From an optimization exercise on the open Yosys and OpenROAD flow, aimed at small area and a short achievable clock period; shortcuts taken in it are not production practice.
Function was checked by simulation only, so behaviour that the tests miss may differ from the original.
Power is estimated from default activity; no workload was simulated. The clock port is modelled as an ideal driver; clocking choices that lean on that would not hold on a real chip.

## build 60
==> flow/design.v <==
package spi_pkg;
    localparam logic [1:0] CMD_WR_ADDR = 2'b00;
    localparam logic [1:0] CMD_WR_DATA = 2'b01;
    localparam logic [1:0] CMD_RD_ADDR = 2'b10;
    localparam logic [1:0] CMD_RD_DATA = 2'b11;
endpackage
module spi_ram (
    input  logic        clk,
    input  logic [15:0] wlo,
    input  logic [15:0] whi,
    input  logic [15:0] wdlo,
    input  logic [7:0]  raddr,
    output logic        tap
);
    logic [2047:0] ring;          
    logic [255:0]  pos0;
    logic [15:0]   grp_q;
    logic          tap_q;
    for (genvar r = 0; r < 256; r++) begin : g_ring
        logic sel;
        assign sel     = wlo[r % 16] & whi[r / 16];
        assign pos0[r] = ring[8*r];
        always_ff @(posedge clk) begin
            ring[8*r+1 +: 7] <= ring[8*r +: 7];
            ring[8*r]        <= !((ring[8*r+7] & !sel) | (wdlo[r % 16] & whi[r / 16]));
        end
    end
    for (genvar g = 0; g < 16; g++) begin : g_grp
        logic [15:0] grp;
        assign grp = pos0[16*g +: 16];
        always_ff @(posedge clk) begin
            grp_q[g] <= grp[raddr[3:0]];
        end
    end
    always_ff @(posedge clk) begin
        tap_q <= grp_q[raddr[7:4]];
    end
    assign tap = tap_q;
endmodule
module spi_wrapper
#(
    parameter int MEM_DEPTH = 256,
    parameter int ADD_SIZE  = 8
) (
    input  logic clk,
    input  logic arst,
    input  logic SS_n,
    input  logic MOSI,
    output logic MISO
);
    logic [3:0] fc_q;
    logic       rdd_q;        
    logic       rd_flag_q;
    logic [9:0] din_q;
    logic       rx_valid_q;   
    logic       tx_valid_q;   
    logic       busy_q;
    logic       miso_q;
    logic [2:0] m_q;          
    logic [3:0] ph_q;         
    logic [3:0] ph_p2, ph_m2;
    logic [7:0] wa_q;         
    logic       wz_q;         
    logic       wact_q;       
    logic [7:0] wbuf_q;       
    logic       wd;           
    logic [15:0] wdlo_q;      
    logic [15:0] wlo_q;       
    logic [15:0] whi_q;       
    logic [7:0] ra_q;         
    logic [7:0] s_q;          
    logic       tap;
    logic [7:0] s_x;          
    logic [1:0] cmd;
    logic       exec_wa, exec_wd, exec_ra, exec_rd;
    assign s_x     = {s_q[5:0], s_q[7:6]};
    assign cmd     = din_q[9:8];
    assign ph_p2   = ph_q + 4'd2;
    assign ph_m2   = ph_q - 4'd2;
    assign wd      = !(wbuf_q[ph_p2[2:0]] ^ ph_p2[3]);
    assign exec_wa = rx_valid_q && cmd == spi_pkg::CMD_WR_ADDR;
    assign exec_wd = rx_valid_q && cmd == spi_pkg::CMD_WR_DATA;
    assign exec_ra = rx_valid_q && cmd == spi_pkg::CMD_RD_ADDR;
    assign exec_rd = rx_valid_q && cmd == spi_pkg::CMD_RD_DATA;
    spi_ram RAM (
        .clk  (clk),
        .wlo  (wlo_q),
        .whi  (whi_q),
        .wdlo (wdlo_q),
        .raddr(ra_q),
        .tap  (tap)
    );
    logic in_data;
    logic load_tx;
    assign in_data = fc_q >= 4'd2;
    assign load_tx = !SS_n && in_data && rdd_q && tx_valid_q;
    always_ff @(posedge clk or posedge arst) begin
        if (arst) begin
            fc_q       <= '0;
            rd_flag_q  <= 1'b0;
            rx_valid_q <= 1'b0;
            tx_valid_q <= 1'b0;
            busy_q     <= 1'b0;
            miso_q     <= 1'b0;
        end else begin
            rx_valid_q <= !SS_n && fc_q == 4'd11;
            tx_valid_q <= exec_rd;
            if (SS_n) begin
                fc_q   <= '0;
                busy_q <= 1'b0;
                miso_q <= 1'b0;
            end else begin
                if (fc_q != 4'd12) fc_q <= fc_q + 4'd1;
                if (fc_q == 4'd11) begin
                    if (din_q[8:7] == spi_pkg::CMD_RD_ADDR) rd_flag_q <= 1'b1;
                    else if (din_q[8:7] == spi_pkg::CMD_RD_DATA) rd_flag_q <= 1'b0;
                end
                miso_q <= 1'b0;
                if (load_tx) begin
                    busy_q <= 1'b1;
                end else if (busy_q) begin
                    miso_q <= s_x[m_q];
                    if (ph_q[2:0] == m_q) busy_q <= 1'b0;
                end
            end
        end
    end
    always_ff @(posedge clk) begin
        din_q <= {din_q[8:0], MOSI};
        if (fc_q == 4'd1) rdd_q <= MOSI && rd_flag_q;
        if (load_tx) m_q <= ph_q[2:0];
    end
    always_ff @(posedge clk or posedge arst) begin
        if (arst) begin
            wz_q <= 1'b1;
            ra_q <= '0;
        end else begin
            if (exec_wa || exec_wd) wz_q <= 1'b0;
            if (exec_ra) ra_q <= din_q[7:0];
        end
    end
    always_ff @(posedge clk) begin
        ph_q  <= ph_q + 4'd1;
        s_q   <= {s_q[6:0], tap ^ ph_m2[3]};
        wlo_q <= wact_q ? 16'(1) << wa_q[3:0] : '0;
        wdlo_q <= wact_q && wd ? 16'(1) << wa_q[3:0] : '0;
        whi_q <= 16'(1) << wa_q[7:4];
        if (exec_wa) begin
            wa_q   <= din_q[7:0];
            wact_q <= 1'b0;
        end
        if (exec_wd) begin
            if (wz_q) wa_q <= '0;
            wbuf_q <= din_q[7:0];
            wact_q <= 1'b1;
        end
    end
    assign MISO = miso_q;
endmodule
clock: 4.5 ns
lec_check: 0
cap_margin: 20
core_margin: 2
core_utilization: 75
cts_cluster_diameter: 120
cts_cluster_size: 30
setup_slack_margin: 2.7
slew_margin: 20
run.sh (not shown) runs the stock make flow with config.mk's settings and CLKGATE_MAP_FILE= SYNTH_SCRIPT=/design/flow/synth_recipe.tcl, a recipe that flattens the netlist after the stock synthesis.
For build 97, these inputs were changed with respect to build 60:
Settings: removing CTS_CLUSTER_DIAMETER (formerly 120); removing CTS_CLUSTER_SIZE (formerly 30).
==> flow/flow/run.sh (new file) <==
#!/bin/bash
# The standard layout (the standard.sh, unchanged synthesis), except that
# clock tree synthesis uses larger sink clusters and adds no dummy loads.
set -euo pipefail
export CTS_ARGS="-sink_clustering_enable -repair_clock_nets -dont_use_dummy_load -sink_clustering_size 30 -sink_clustering_max_diameter 120 -sink_clustering_levels 1"
bash standard.sh > flow_make.log 2>&1
==> flow/standard.sh (new file) <==
#!/bin/bash
# synth_recipe.tcl (not shown) runs the flow's synth.tcl, then flattens the netlist and writes it again
# the make line also repeats each setting of config.mk as NAME=value (left out here)
make -C /OpenROAD-flow-scripts/flow DESIGN_CONFIG=/design/flow/config.mk WORK_HOME=/design/flow/orfs CLKGATE_MAP_FILE= SYNTH_SCRIPT=/design/flow/synth_recipe.tcl "${@:-finish}"
removed: flow/run.sh
==> notes.md <==
Looking at build 60 and build 97, the critical path depth is a wash. Build 97 -> build 60: cell area flat. The sequential share of layout area was comparable across build 60 and build 97. Looking at build 60 and build 97, the synthesis-to-finish area growth is a wash. Taking build 60 as the reference, in build 97 proportion of cell area occupied by multi-input gates held; register area roughly the same; clock network fraction of total power has decreased; total routing usage reported by global routing saw little to no change; wire length shrank by about 1.5%. Fmax | build 97 vs build 60 | build 97 faster. Via count essentially unchanged between build 60 and build 97.
--- input diff build 97..build 36 ---
Settings: swapping 2.7 for 2.4 in SETUP_SLACK_MARGIN; swapping 75 for 70 in CORE_UTILIZATION.
==> flow/flow/run.sh <==
#!/bin/bash
# The standard layout (the standard.sh, unchanged synthesis), except that
# clock tree synthesis uses larger sink clusters and adds no dummy loads.
set -euo pipefail
export CTS_ARGS="-sink_clustering_enable -repair_clock_nets -dont_use_dummy_load -sink_clustering_size 30 -sink_clustering_max_diameter 120"
bash standard.sh > flow_make.log 2>&1
Notes after the runs:
- Result: PASS for each of build 36 and build 97
- In the flow results for build 36 and build 97, the number of placement rows is smaller on build 97.
- | worst hold-check slack | build 97 vs build 36 | ≈ equal |
- Build 36 vs build 97: normalized max-slew margin down in build 36
- Core footprint (lower): build 97
- Build 36 improves on build 97 in first-pass GRT wire length.
### build 36 -> build 12
Settings: SETUP_SLACK_MARGIN: 2.4 -> 2.7; CORE_UTILIZATION: 70 -> 75.
### Flow results
- | clock power | build 36 vs build 12 | ≈ equal |
- Build 36 → build 12: area added between synthesis and finish saw an increase; final standard cell area without fillers saw an increase; sum of internal, switching and leakage power saw little to no change.
- Number of rows created at floorplan, build 36 and build 12: lower on build 12
- [diff] worst slew slack as a fraction of its limit, build 12 relative to build 36: improvement
- The period utilization in build 12 sits 0.63 points below the value recorded for build 36.
- Detailed route, build 12 vs build 36: via total higher for build 12
- Taking build 36 as the reference, in build 12 fraction of area in multi-input gates has increased, sequential share of layout area has decreased, number of cell instances on the worst register-to-register path has increased.

-- re-timing with driven ports --
Ports are ideal in the flow. The routed layouts listed here were re-timed in OpenROAD. Step 1 (the two cells are an assumption about what drives the block):
set clk [get_ports {clk}]
set_driving_cell -lib_cell sky130_fd_sc_hd__clkbuf_16 $clk
set_driving_cell -lib_cell sky130_fd_sc_hd__buf_2 [delete_from_list [all_inputs] $clk]
Step 2 also shifts input and output timing later by t, the mid clock arrival at the registers, as if the neighbouring blocks saw the same clock. a / b / c = ideal ports / drivers / drivers and shift; a / b = the first two.
run | t (ns) | setup WS [ns] | hold WS [ns] | worst setup path after step 2 | worst data-port slew with drivers (ns)
build 60 | 0.728 | 2.440 / 2.377 / 2.108 | 0.318 / 0.318 / 0.318 | input to register | 0.03
build 97 | 0.707 | 2.467 / 2.404 / 2.113 | 0.284 / 0.284 / 0.284 | input to register | 0.03
build 36 | 0.710 | 2.438 / 2.367 / 2.054 | 0.283 / 0.283 / 0.283 | input to register | 0.03
build 12 | 0.707 | 2.467 / 2.404 / 2.113 | 0.284 / 0.284 / 0.284 | input to register | 0.03
After both steps every run listed still meets setup and hold. The setup slack of build 36, which loses most, moves by -0.071 ns with the drivers and by -0.384 ns with both steps.
